Source: an optimization exercise on an open RTL-to-GDS flow (aim: small area, a short achievable clock period and few clock cycles per item). Production flows keep margins and buffers that such runs may drop. Function was checked by simulation only, so behaviour that the tests miss may differ from the original. Power and IR drop assume default switching activity.

==> flow/config.mk <==
export PLATFORM = sky130hd
export DESIGN_NAME = rv_core
export DESIGN_NICKNAME = rv_core
export VERILOG_FILES = /design/flow/design.v
export SDC_FILE = /design/flow/constraint.sdc
export NUM_CORES = 4
export LEC_CHECK = 0
export CAP_MARGIN = 20
export CORE_MARGIN = 2
export CORE_UTILIZATION = 40
export SLEW_MARGIN = 20
==> flow/constraint.sdc <==
create_clock -name core_clock -period 6.0 [get_ports {clk}]
set_input_delay 1.2000 -clock core_clock [delete_from_list [all_inputs] [get_ports {clk}]]
set_output_delay 1.2000 -clock core_clock [all_outputs]
set_load 0.01 [all_outputs]
==> flow/design.v <==
`timescale 1ns/100ps
package rv_core_pkg;
    typedef logic [32-1:0] word_t;
    typedef logic [4:0]          reg_addr_t;
    typedef enum logic [6:0] {
        OPC_REG = 7'b0110011,
        OPC_IMM = 7'b0010011,
        OPC_LUI = 7'b0110111
    } opcode_e;
    typedef enum logic [3:0] {
        ALU_ADD  = 4'b0000,
        ALU_SUB  = 4'b0001,
        ALU_SLT  = 4'b0010,
        ALU_SLTU = 4'b0011,
        ALU_XOR  = 4'b0100,
        ALU_OR   = 4'b0101,
        ALU_AND  = 4'b0110,
        ALU_SLL  = 4'b0111,
        ALU_SRL  = 4'b1000,
        ALU_SRA  = 4'b1001
    } alu_op_e;
    typedef struct packed {
        alu_op_e   alu_op;
        word_t     op_a;
        word_t     op_b;
        reg_addr_t rd;
        logic      wr_en;    
        logic      illegal;
    } issue_t;
    typedef struct packed {
        reg_addr_t rd;
        word_t     result;
        logic      illegal;
    } retire_t;
    localparam int ISSUE_W  = 4 + 2 * 32 + 5 + 2;
    localparam int RETIRE_W = 5 + 32 + 1;
endpackage
`timescale 1ns/100ps
module reg_file (
    input  logic      clk,
    input  logic      rst_n,
    input  rv_core_pkg::reg_addr_t rs1_addr,
    input  rv_core_pkg::reg_addr_t rs2_addr,
    output rv_core_pkg::word_t     rs1_data,
    output rv_core_pkg::word_t     rs2_data,
    input  logic      wb_en,
    input  rv_core_pkg::reg_addr_t wb_rd,
    input  rv_core_pkg::word_t     wb_data
);
    rv_core_pkg::word_t regs [32];
    always_ff @(posedge clk or negedge rst_n) begin
        if (!rst_n) begin
            for (int i = 0; i < 32; i++) begin
                regs[i] <= '0;
            end
        end else if (wb_en && (wb_rd != '0)) begin   
            regs[wb_rd] <= wb_data;
        end
    end
    assign rs1_data = (rs1_addr == '0) ? '0 : regs[rs1_addr];
    assign rs2_data = (rs2_addr == '0) ? '0 : regs[rs2_addr];
endmodule
`timescale 1ns/100ps
module decode_issue (
    input  logic        clk,
    input  logic        rst_n,
    input  logic        instr_valid,
    input  logic [31:0] instr,
    output logic        instr_ready,
    output rv_core_pkg::reg_addr_t   rf_rs1_addr,
    output rv_core_pkg::reg_addr_t   rf_rs2_addr,
    input  rv_core_pkg::word_t       rf_rs1_data,
    input  rv_core_pkg::word_t       rf_rs2_data,
    input  logic        wb_en,
    input  rv_core_pkg::reg_addr_t   wb_rd,
    output logic        issue_valid,
    output rv_core_pkg::issue_t      issue_data,
    input  logic        issue_ready
);
    logic [32-1:0] pending;   
    rv_core_pkg::opcode_e    opcode;
    rv_core_pkg::reg_addr_t  rs1;
    rv_core_pkg::reg_addr_t  rs2;
    rv_core_pkg::reg_addr_t  rd;
    logic [2:0] funct3;
    logic       bit30;
    rv_core_pkg::word_t      imm_i;
    rv_core_pkg::word_t      imm_u;
    rv_core_pkg::alu_op_e    f3_op;
    logic       use_rs1;
    logic       use_rs2;
    logic       use_imm;
    logic       writes;
    logic       illegal;
    logic       hazard;
    logic       issue_fire;
    assign opcode = rv_core_pkg::opcode_e'(instr[6:0]);
    assign rd     = instr[11:7];
    assign funct3 = instr[14:12];
    assign rs1    = instr[19:15];
    assign rs2    = instr[24:20];
    assign bit30  = instr[30];
    assign imm_i = {{20{instr[31]}}, instr[31:20]};
    assign imm_u = {instr[31:12], 12'b0};
    assign rf_rs1_addr = rs1;
    assign rf_rs2_addr = rs2;
    always_comb begin
        case (funct3)
            3'b000:  f3_op = (bit30 && (opcode == rv_core_pkg::OPC_REG)) ? rv_core_pkg::ALU_SUB : rv_core_pkg::ALU_ADD;
            3'b001:  f3_op = rv_core_pkg::ALU_SLL;
            3'b010:  f3_op = rv_core_pkg::ALU_SLT;
            3'b011:  f3_op = rv_core_pkg::ALU_SLTU;
            3'b100:  f3_op = rv_core_pkg::ALU_XOR;
            3'b101:  f3_op = bit30 ? rv_core_pkg::ALU_SRA : rv_core_pkg::ALU_SRL;   
            3'b110:  f3_op = rv_core_pkg::ALU_OR;
            default: f3_op = rv_core_pkg::ALU_AND;
        endcase
    end
    always_comb begin
        use_rs1 = 1'b0;
        use_rs2 = 1'b0;
        use_imm = 1'b0;
        writes  = 1'b0;
        illegal = 1'b0;
        case (opcode)
            rv_core_pkg::OPC_REG: begin
                use_rs1 = 1'b1;
                use_rs2 = 1'b1;
                writes  = 1'b1;
            end
            rv_core_pkg::OPC_IMM: begin
                use_rs1 = 1'b1;
                use_imm = 1'b1;
                writes  = 1'b1;
            end
            rv_core_pkg::OPC_LUI: begin
                use_imm = 1'b1;    
                writes  = 1'b1;
            end
            default: illegal = 1'b1;
        endcase
    end
    assign hazard = (use_rs1 && pending[rs1]) ||
                    (use_rs2 && pending[rs2]) ||
                    (writes && pending[rd]);
    assign issue_valid = instr_valid && !hazard;
    assign instr_ready = issue_ready && !hazard;
    assign issue_fire  = issue_valid && issue_ready;
    assign issue_data.alu_op  = (opcode == rv_core_pkg::OPC_LUI) ? rv_core_pkg::ALU_ADD : f3_op;
    assign issue_data.op_a    = use_rs1 ? rf_rs1_data : '0;
    assign issue_data.op_b    = use_imm ? ((opcode == rv_core_pkg::OPC_LUI) ? imm_u : imm_i) : rf_rs2_data;
    assign issue_data.rd      = rd;
    assign issue_data.wr_en   = writes;
    assign issue_data.illegal = illegal;
    always_ff @(posedge clk or negedge rst_n) begin
        if (!rst_n) begin
            pending <= '0;
        end else begin
            if (wb_en)
                pending[wb_rd] <= 1'b0;
            if (issue_fire && writes && (rd != '0))
                pending[rd] <= 1'b1;
        end
    end
endmodule
`timescale 1ns/100ps
module op_fifo #(
    parameter int  WIDTH = 32,
    parameter int  DEPTH = 4
) (
    input  logic clk,
    input  logic rst_n,
    input  logic in_valid,
    output logic in_ready,
    input  logic [WIDTH-1:0] in_data,
    output logic out_valid,
    input  logic out_ready,
    output logic [WIDTH-1:0] out_data
);
    localparam int AW = (DEPTH > 1) ? $clog2(DEPTH) : 1;
    localparam int CW = $clog2(DEPTH + 1);
    logic [WIDTH-1:0] mem [DEPTH];
    logic [AW-1:0] wr_ptr;
    logic [AW-1:0] rd_ptr;
    logic [CW-1:0] count;
    logic          push;
    logic          pop;
    assign in_ready  = (count != CW'(DEPTH));
    assign out_valid = (count != '0);
    assign out_data  = mem[rd_ptr];
    assign push = in_valid && in_ready;
    assign pop  = out_valid && out_ready;
    always_ff @(posedge clk) begin
        if (push)
            mem[wr_ptr] <= in_data;
    end
    always_ff @(posedge clk or negedge rst_n) begin
        if (!rst_n) begin
            wr_ptr <= '0;
            rd_ptr <= '0;
            count  <= '0;
        end else begin
            if (push)
                wr_ptr <= (wr_ptr == AW'(DEPTH - 1)) ? '0 : wr_ptr + 1'b1;
            if (pop)
                rd_ptr <= (rd_ptr == AW'(DEPTH - 1)) ? '0 : rd_ptr + 1'b1;
            case ({push, pop})
                2'b10:   count <= count + 1'b1;
                2'b01:   count <= count - 1'b1;
                default: count <= count;   
            endcase
        end
    end
endmodule
`timescale 1ns/100ps
module alu (
    input  rv_core_pkg::word_t   operand_a,
    input  rv_core_pkg::word_t   operand_b,
    input  rv_core_pkg::alu_op_e alu_op,
    output rv_core_pkg::word_t   result
);
    logic [4:0] shamt;
    assign shamt = operand_b[4:0];   
    always_comb begin
        case (alu_op)
            rv_core_pkg::ALU_ADD:  result = operand_a + operand_b;
            rv_core_pkg::ALU_SUB:  result = operand_a - operand_b;
            rv_core_pkg::ALU_SLT:  result = rv_core_pkg::word_t'($signed(operand_a) < $signed(operand_b));
            rv_core_pkg::ALU_SLTU: result = rv_core_pkg::word_t'(operand_a < operand_b);
            rv_core_pkg::ALU_XOR:  result = operand_a ^ operand_b;
            rv_core_pkg::ALU_OR:   result = operand_a | operand_b;
            rv_core_pkg::ALU_AND:  result = operand_a & operand_b;
            rv_core_pkg::ALU_SLL:  result = operand_a << shamt;
            rv_core_pkg::ALU_SRL:  result = operand_a >> shamt;
            rv_core_pkg::ALU_SRA:  result = rv_core_pkg::word_t'($signed(operand_a) >>> shamt);
            default:  result = '0;
        endcase
    end
endmodule
`timescale 1ns/100ps
module execute_unit (
    input  logic      op_valid,
    output logic      op_ready,
    input  rv_core_pkg::issue_t    op_data,
    output logic      ret_valid,
    input  logic      ret_ready,
    output rv_core_pkg::retire_t   ret_data,
    output logic      wb_en,
    output rv_core_pkg::reg_addr_t wb_rd,
    output rv_core_pkg::word_t     wb_data
);
    rv_core_pkg::word_t alu_result;
    logic  fire;
    alu u_alu (
        .operand_a (op_data.op_a),
        .operand_b (op_data.op_b),
        .alu_op    (op_data.alu_op),
        .result    (alu_result)
    );
    assign op_ready  = ret_ready;
    assign ret_valid = op_valid;
    assign fire      = op_valid && ret_ready;
    assign wb_en   = fire && op_data.wr_en;
    assign wb_rd   = op_data.rd;
    assign wb_data = alu_result;
    assign ret_data.rd      = op_data.illegal ? '0 : op_data.rd;
    assign ret_data.result  = op_data.illegal ? '0 : alu_result;
    assign ret_data.illegal = op_data.illegal;
endmodule
`timescale 1ns/100ps
module rv_core (
    input  logic        clk,
    input  logic        rst_n,
    input  logic        instr_valid,
    input  logic [31:0] instr,
    output logic        instr_ready,
    output logic        ret_valid,
    output rv_core_pkg::reg_addr_t   ret_rd,
    output rv_core_pkg::word_t       ret_result,
    output logic        ret_illegal,
    input  logic        ret_ready
);
    logic      issue_valid;
    logic      issue_ready;
    rv_core_pkg::issue_t    issue_data;
    logic      op_valid;
    logic      op_ready;
    rv_core_pkg::issue_t    op_data;
    logic      exe_ret_valid;
    logic      exe_ret_ready;
    rv_core_pkg::retire_t   exe_ret_data;
    rv_core_pkg::retire_t   ret_data;    
    logic      wb_en;
    rv_core_pkg::reg_addr_t wb_rd;
    rv_core_pkg::word_t     wb_data;
    rv_core_pkg::reg_addr_t rf_rs1_addr;
    rv_core_pkg::reg_addr_t rf_rs2_addr;
    rv_core_pkg::word_t     rf_rs1_data;
    rv_core_pkg::word_t     rf_rs2_data;
    reg_file u_reg_file (
        .clk     (clk),
        .rst_n   (rst_n),
        .rs1_addr (rf_rs1_addr),
        .rs2_addr (rf_rs2_addr),
        .rs1_data (rf_rs1_data),
        .rs2_data (rf_rs2_data),
        .wb_en   (wb_en),
        .wb_rd   (wb_rd),
        .wb_data (wb_data)
    );
    decode_issue u_decode (
        .clk         (clk),
        .rst_n       (rst_n),
        .instr_valid (instr_valid),
        .instr       (instr),
        .instr_ready (instr_ready),
        .rf_rs1_addr (rf_rs1_addr),
        .rf_rs2_addr (rf_rs2_addr),
        .rf_rs1_data (rf_rs1_data),
        .rf_rs2_data (rf_rs2_data),
        .wb_en       (wb_en),
        .wb_rd       (wb_rd),
        .issue_valid (issue_valid),
        .issue_data  (issue_data),
        .issue_ready (issue_ready)
    );
    op_fifo #(.WIDTH(rv_core_pkg::ISSUE_W), .DEPTH(4)) u_op_fifo (
        .clk       (clk),
        .rst_n     (rst_n),
        .in_valid  (issue_valid),
        .in_ready  (issue_ready),
        .in_data   (issue_data),
        .out_valid (op_valid),
        .out_ready (op_ready),
        .out_data  (op_data)
    );
    execute_unit u_execute (
        .op_valid  (op_valid),
        .op_ready  (op_ready),
        .op_data   (op_data),
        .ret_valid (exe_ret_valid),
        .ret_ready (exe_ret_ready),
        .ret_data  (exe_ret_data),
        .wb_en     (wb_en),
        .wb_rd     (wb_rd),
        .wb_data   (wb_data)
    );
    op_fifo #(.WIDTH(rv_core_pkg::RETIRE_W), .DEPTH(4)) u_ret_fifo (
        .clk       (clk),
        .rst_n     (rst_n),
        .in_valid  (exe_ret_valid),
        .in_ready  (exe_ret_ready),
        .in_data   (exe_ret_data),
        .out_valid (ret_valid),
        .out_ready (ret_ready),
        .out_data  (ret_data)
    );
    assign ret_rd      = ret_data.rd;
    assign ret_result  = ret_data.result;
    assign ret_illegal = ret_data.illegal;
endmodule
==> flow/run.sh <==
#!/bin/bash
# synth_recipe.tcl (not shown) runs the flow's synth.tcl, then flattens the netlist and writes it again
# the make line also repeats each setting of config.mk as NAME=value (left out here)
make -C /OpenROAD-flow-scripts/flow DESIGN_CONFIG=/design/flow/config.mk WORK_HOME=/design/flow/orfs CLKGATE_MAP_FILE= SYNTH_SCRIPT=/design/flow/synth_recipe.tcl finish
==> results.txt <==
placed cells by master, fill, tap and decap left out, types with 26 or more instances in the layout:
| cell | n |
|---|---|
| nor3_1 | 90 |
| o21ai_1 | 85 |
| o211ai_1 | 30 |
| buf_4 | 435 |
| inv_1 | 116 |
| clkinv_2 | 28 |
| buf_12 | 98 |
| a22o_1 | 229 |
| mux2i_1 | 102 |
| clkbuf_16 | 168 |
| a221oi_1 | 234 |
| clkbuf_1 | 31 |
| nand2_1 | 976 |
| dfrtp_1 | 1034 |
| nand3_1 | 104 |
| a21oi_1 | 429 |
| ha_1 | 122 |
| clkbuf_8 | 26 |
| nor2_4 | 63 |
| a222oi_1 | 64 |
| o21ai_0 | 970 |
| edfxtp_1 | 452 |
| nor2_1 | 478 |
| mux4_2 | 141 |
| mux2_2 | 31 |
| a22oi_1 | 389 |
| nand4_1 | 137 |
| clkdlybuf4s50_1 | 74 |
final timing paths:
path / startpoint / to / slack (ns)
max: instr[8] / instr_ready / 0.50
min reg2reg: u_ret_fifo.count[0]$_DFFE_PN0P_ / u_ret_fifo.count[0]$_DFFE_PN0P_ / 0.49
min in group core_clock: u_ret_fifo.count[0]$_DFFE_PN0P_ / u_ret_fifo.count[0]$_DFFE_PN0P_ / 0.49
max in group asynchronous: rst_n / u_reg_file.regs[23][30]$_DFFE_PN0P_ / 4.15
min: rst_n / u_reg_file.regs[25][18]$_DFFE_PN0P_ / 0.38
max reg2reg: u_op_fifo.rd_ptr[0]$_DFFE_PN0P_ / u_ret_fifo.mem[1][31]$_DFFE_PP_ / 0.59
final cells by class:
| type | count | area [sq um] | area share, % |
|---|---|---|---|
| Tap cell | 2480 | 3100 | 3.53 |
| Timing Repair Buffer | 611 | 6050 | 6.88 |
| Sequential cell | 1490 | 39600 | 45.0 |
| Antenna cell | 24 | 60.1 | 0.0683 |
| Clock inverter | 74 | 848 | 0.965 |
| Multi-Input combinational cell | 5119 | 33100 | 37.7 |
| Clock buffer | 228 | 4700 | 5.35 |
| Inverter | 121 | 454 | 0.517 |
sequential cells by signal, summed over array words and instances (netlist names):
signal	cells
u_reg_file.regs	992
u_op_fifo.mem	300
u_ret_fifo.mem	152
u_decode.pending	32
u_op_fifo.count	3
u_ret_fifo.count	3
u_op_fifo.rd_ptr	2
u_op_fifo.wr_ptr	2
u_ret_fifo.rd_ptr	2
u_ret_fifo.wr_ptr	2
logic make-up after synthesis:
group                      Yosys count
adders and majority gates          126
AOI/OAI and AO/OA                 2650
DFF                               1490
buffers and inverters              763
and+or+nand+nor                   2042
muxes                              278
xor gates and xnor gates            23
critical path, cell delays in order:
cell,delay (ns)
clkdlybuf4s50_1,0.93
mux4_2,0.41
mux4_2,0.47
mux2i_1,0.22
o32ai_1,0.16
a311oi_2,0.28
clkdlybuf4s50_1,0.61
power by group through the flow:
stage	Combinational, uW	Sequential (uW)	Clock (uW)
6_report	30200	17700	10400
5_1_grt	31700	17900	10900
4_1_cts	29400	17400	10500
3_5_place_dp	29300	17600	0
3_3_place_gp	29200	17500	0
2_1_floorplan	16100	16300	0
per-stage QoR:
step	area, sq um	hold slack [ns]	total power (uW)	setup WS, ns
2_1_floorplan	75000	0.455	32500	0.199
3_3_place_gp	82200	0.475	46700	0.451
3_5_place_dp	82200	0.480	46900	0.418
4_1_cts	87800	0.391	57300	0.489
5_1_grt	87900	0.443	60600	0.344
6_report	87900	0.382	58300	0.504
per-layer routing:
layer,vias up,wire length [microns],GRT usage [%]
met3,1659,49900,14.9
met2,5511,156000,54.9
met4,34,28800,23.5
met1,34100,139000,48.7
met5,-,254,0.126
li1,27900,-,-
==> results.sh <==
export IMPL_drive_gt1_share_pct=15.1
export IMPL_cts_hold_buffers_added=0
export IMPL_synth_seq_cells=1490
export IMPL_synth_enable_flop_cells=452
export IMPL_timing_critical_path_from_type="primary input"
export IMPL_dp_hpwl_microns=250000
export IMPL_worstHoldPathType="in2async"
export IMPL_syn2layout_area_growth_pct=17.2
export IMPL_ioPinCount=76
export IMPL_synth_top_cells_by_area="dfrtp_1 35%, edfxtp_1 18%, o21ai_0 6.5%"
export IMPL_tritoncts="yes"
export IMPL_reg2reg_depth=15
export IMPL_fmax_mhz=182
export IMPL_netlist_instances=7372
export IMPL_yosysWarningCount=6
export IMPL_ys_flop_type="dfrtp_1"
export IMPL_synth_simple_gate_area_share_pct=11.6
export IMPL_number_of_global_route_vias_before_repair=65300
export IMPL_die_height_microns=437
export IMPL_combinational_family_with_the_most_area_after_synthesis="compound AO/OA/AOI/OAI gates"
export IMPL_setup_violating_endpoint_count_in_the_final_report=0
export IMPL_hold_violations=0
export IMPL_synthMostInstantiatedCell="dfrtp_1"
export IMPL_finalWorstPathRequiredPeriod_ns=5.50
export IMPL_antenna_violating_nets_post_route=0
export IMPL_final_period_utilization_pct=91.6
export IMPL_cp_arrival_ns=4.30
export IMPL_cp_required_ns=4.80
export IMPL_clk_insertion_delay_late_ns=0.86
export IMPL_synthDistinctLibCells=99
export IMPL_pwr_share_clk_pct=17.9
export IMPL_share_of_synthesized_area_occupied_by_flip_flops_and_latches_pct=52.7
export IMPL_synth_fp_nets=7534
export IMPL_place_congestion=1.00
export IMPL_maxSlewViolCount=0
export IMPL_power_switching_fraction_pct=48.1
export IMPL_dpl_cell_count=9818
export IMPL_layoutNonFillerInstCount=10100
export IMPL_cp_max_fo=17
export IMPL_route_detailed_drc=0
export IMPL_antenna_violations_before_repair=24
export IMPL_nets_final=7669
export IMPL_async_reset_ff_share_pct=69.7
export IMPL_worst_setup_path_type="in2out"
export IMPL_grt_start_max_net_pins=150
export IMPL_ctsHtreeMaxLevel=4
export IMPL_post_synth_fa_ha_maj_area_fraction_pct=2.14
export IMPL_synth_area_mux_share_pct=6.15
export IMPL_max_cap_viol_count=0
export IMPL_floorplan_die_area_sq_um=191000
export IMPL_synth_common_cells="1038 x dfrtp_1, 1000 x nand2_1, 970 x o21ai_0"
export IMPL_max_vdd_ir_drop_v=0.000757
export IMPL_ctsRootBufferMaster="clkbuf_16"
export IMPL_slew_headroom_pct=12.6
export IMPL_global_route_congestion_overflow_total=0
export IMPL_post_cts_gate_resize_count=0
export IMPL_drt_initial_drc_count=12100
export IMPL_internal_power_uw=30300
export IMPL_power_per_cell_area_nw_per_um2=664
export IMPL_clkSlewWorstSetupHoldPaths_ns=0.06
export IMPL_tritoncts_num_sinks=1490
export IMPL_rsz_0062_raised_after_global_routing="no"
export IMPL_nFillCells=17300
export IMPL_core_area_sq_um=186000
export IMPL_grt_pass1_wl_microns=518000
export IMPL_portBuffers=75
export IMPL_cts_post_setup_buffers_inserted=0
export IMPL_std_cell_rows=158
export IMPL_leakage_uw=0.0352
export IMPL_number_of_vias_after_detailed_routing=69200
export IMPL_status="timing/DRC/antenna clean"
export IMPL_worst_setup_path_end_kind="output pin"
export IMPL_finalCoreUtilization_pct=47.3
export IMPL_post_drt_via_cell_ratio=6.82
export IMPL_synthDominantCellAreaShare_pct=34.6
export IMPL_cts_buffer_depth=3
export IMPL_numCtsBuffers=164
export IMPL_comb_power_share_pct=51.8
export IMPL_fin_setup_tns_ns=0
export IMPL_synthesized_area_fraction_occupied_by_ao_oa_aoi_and_oai_cells_pct=22.9
export IMPL_net_switching_power_uw=28100
export IMPL_timing_worst_slew_pin_value_ns=1.31
export IMPL_postRouteWirelength_microns=374000
export IMPL_yosys_area_share_xor_xnor_pct=0.269
export IMPL_average_footprint_of_a_synthesized_cell_sq_um=10.2
export IMPL_wire_per_inst_microns=36.9
export IMPL_syn_cell_area_sq_um=75000
export IMPL_die_width_microns=437
export IMPL_initial_core_util_pct=40.4
export IMPL_groute_usage_overall_pct=38.4
export IMPL_seq_power_share_pct=30.3
export IMPL_firstDrtPassIters=12
export IMPL_yosys_area_top_type="dfrtp_1"
export IMPL_timing_clock_skew_ns=0.0878
Testbench counts, summed over its fixed seeds: cycles 6,937, items 4,800.

[what the ideal ports hide]
In the flow no input, the clock included, has a driving cell. The finished layout below was timed again as built, in two steps. Step 1 sets driving cells, clkbuf_16 on the clock port and buf_2 on the other inputs (assumed; they add their load-dependent delay and slew). Step 2 also shifts input and output timing later by t, the mid clock arrival at the registers, as if the neighbouring blocks saw the same clock. a / b / c = no drivers / after step 1 / after step 2; a / b = the first two.
t, ns: 0.906
setup WS [ns]: 0.504 / 0.455 / 0.064
worst setup path after step 2: input to register
After both steps setup and hold are still met in this run. The setup slack of this run moves by -0.049 ns with the drivers and by -0.440 ns with both steps.
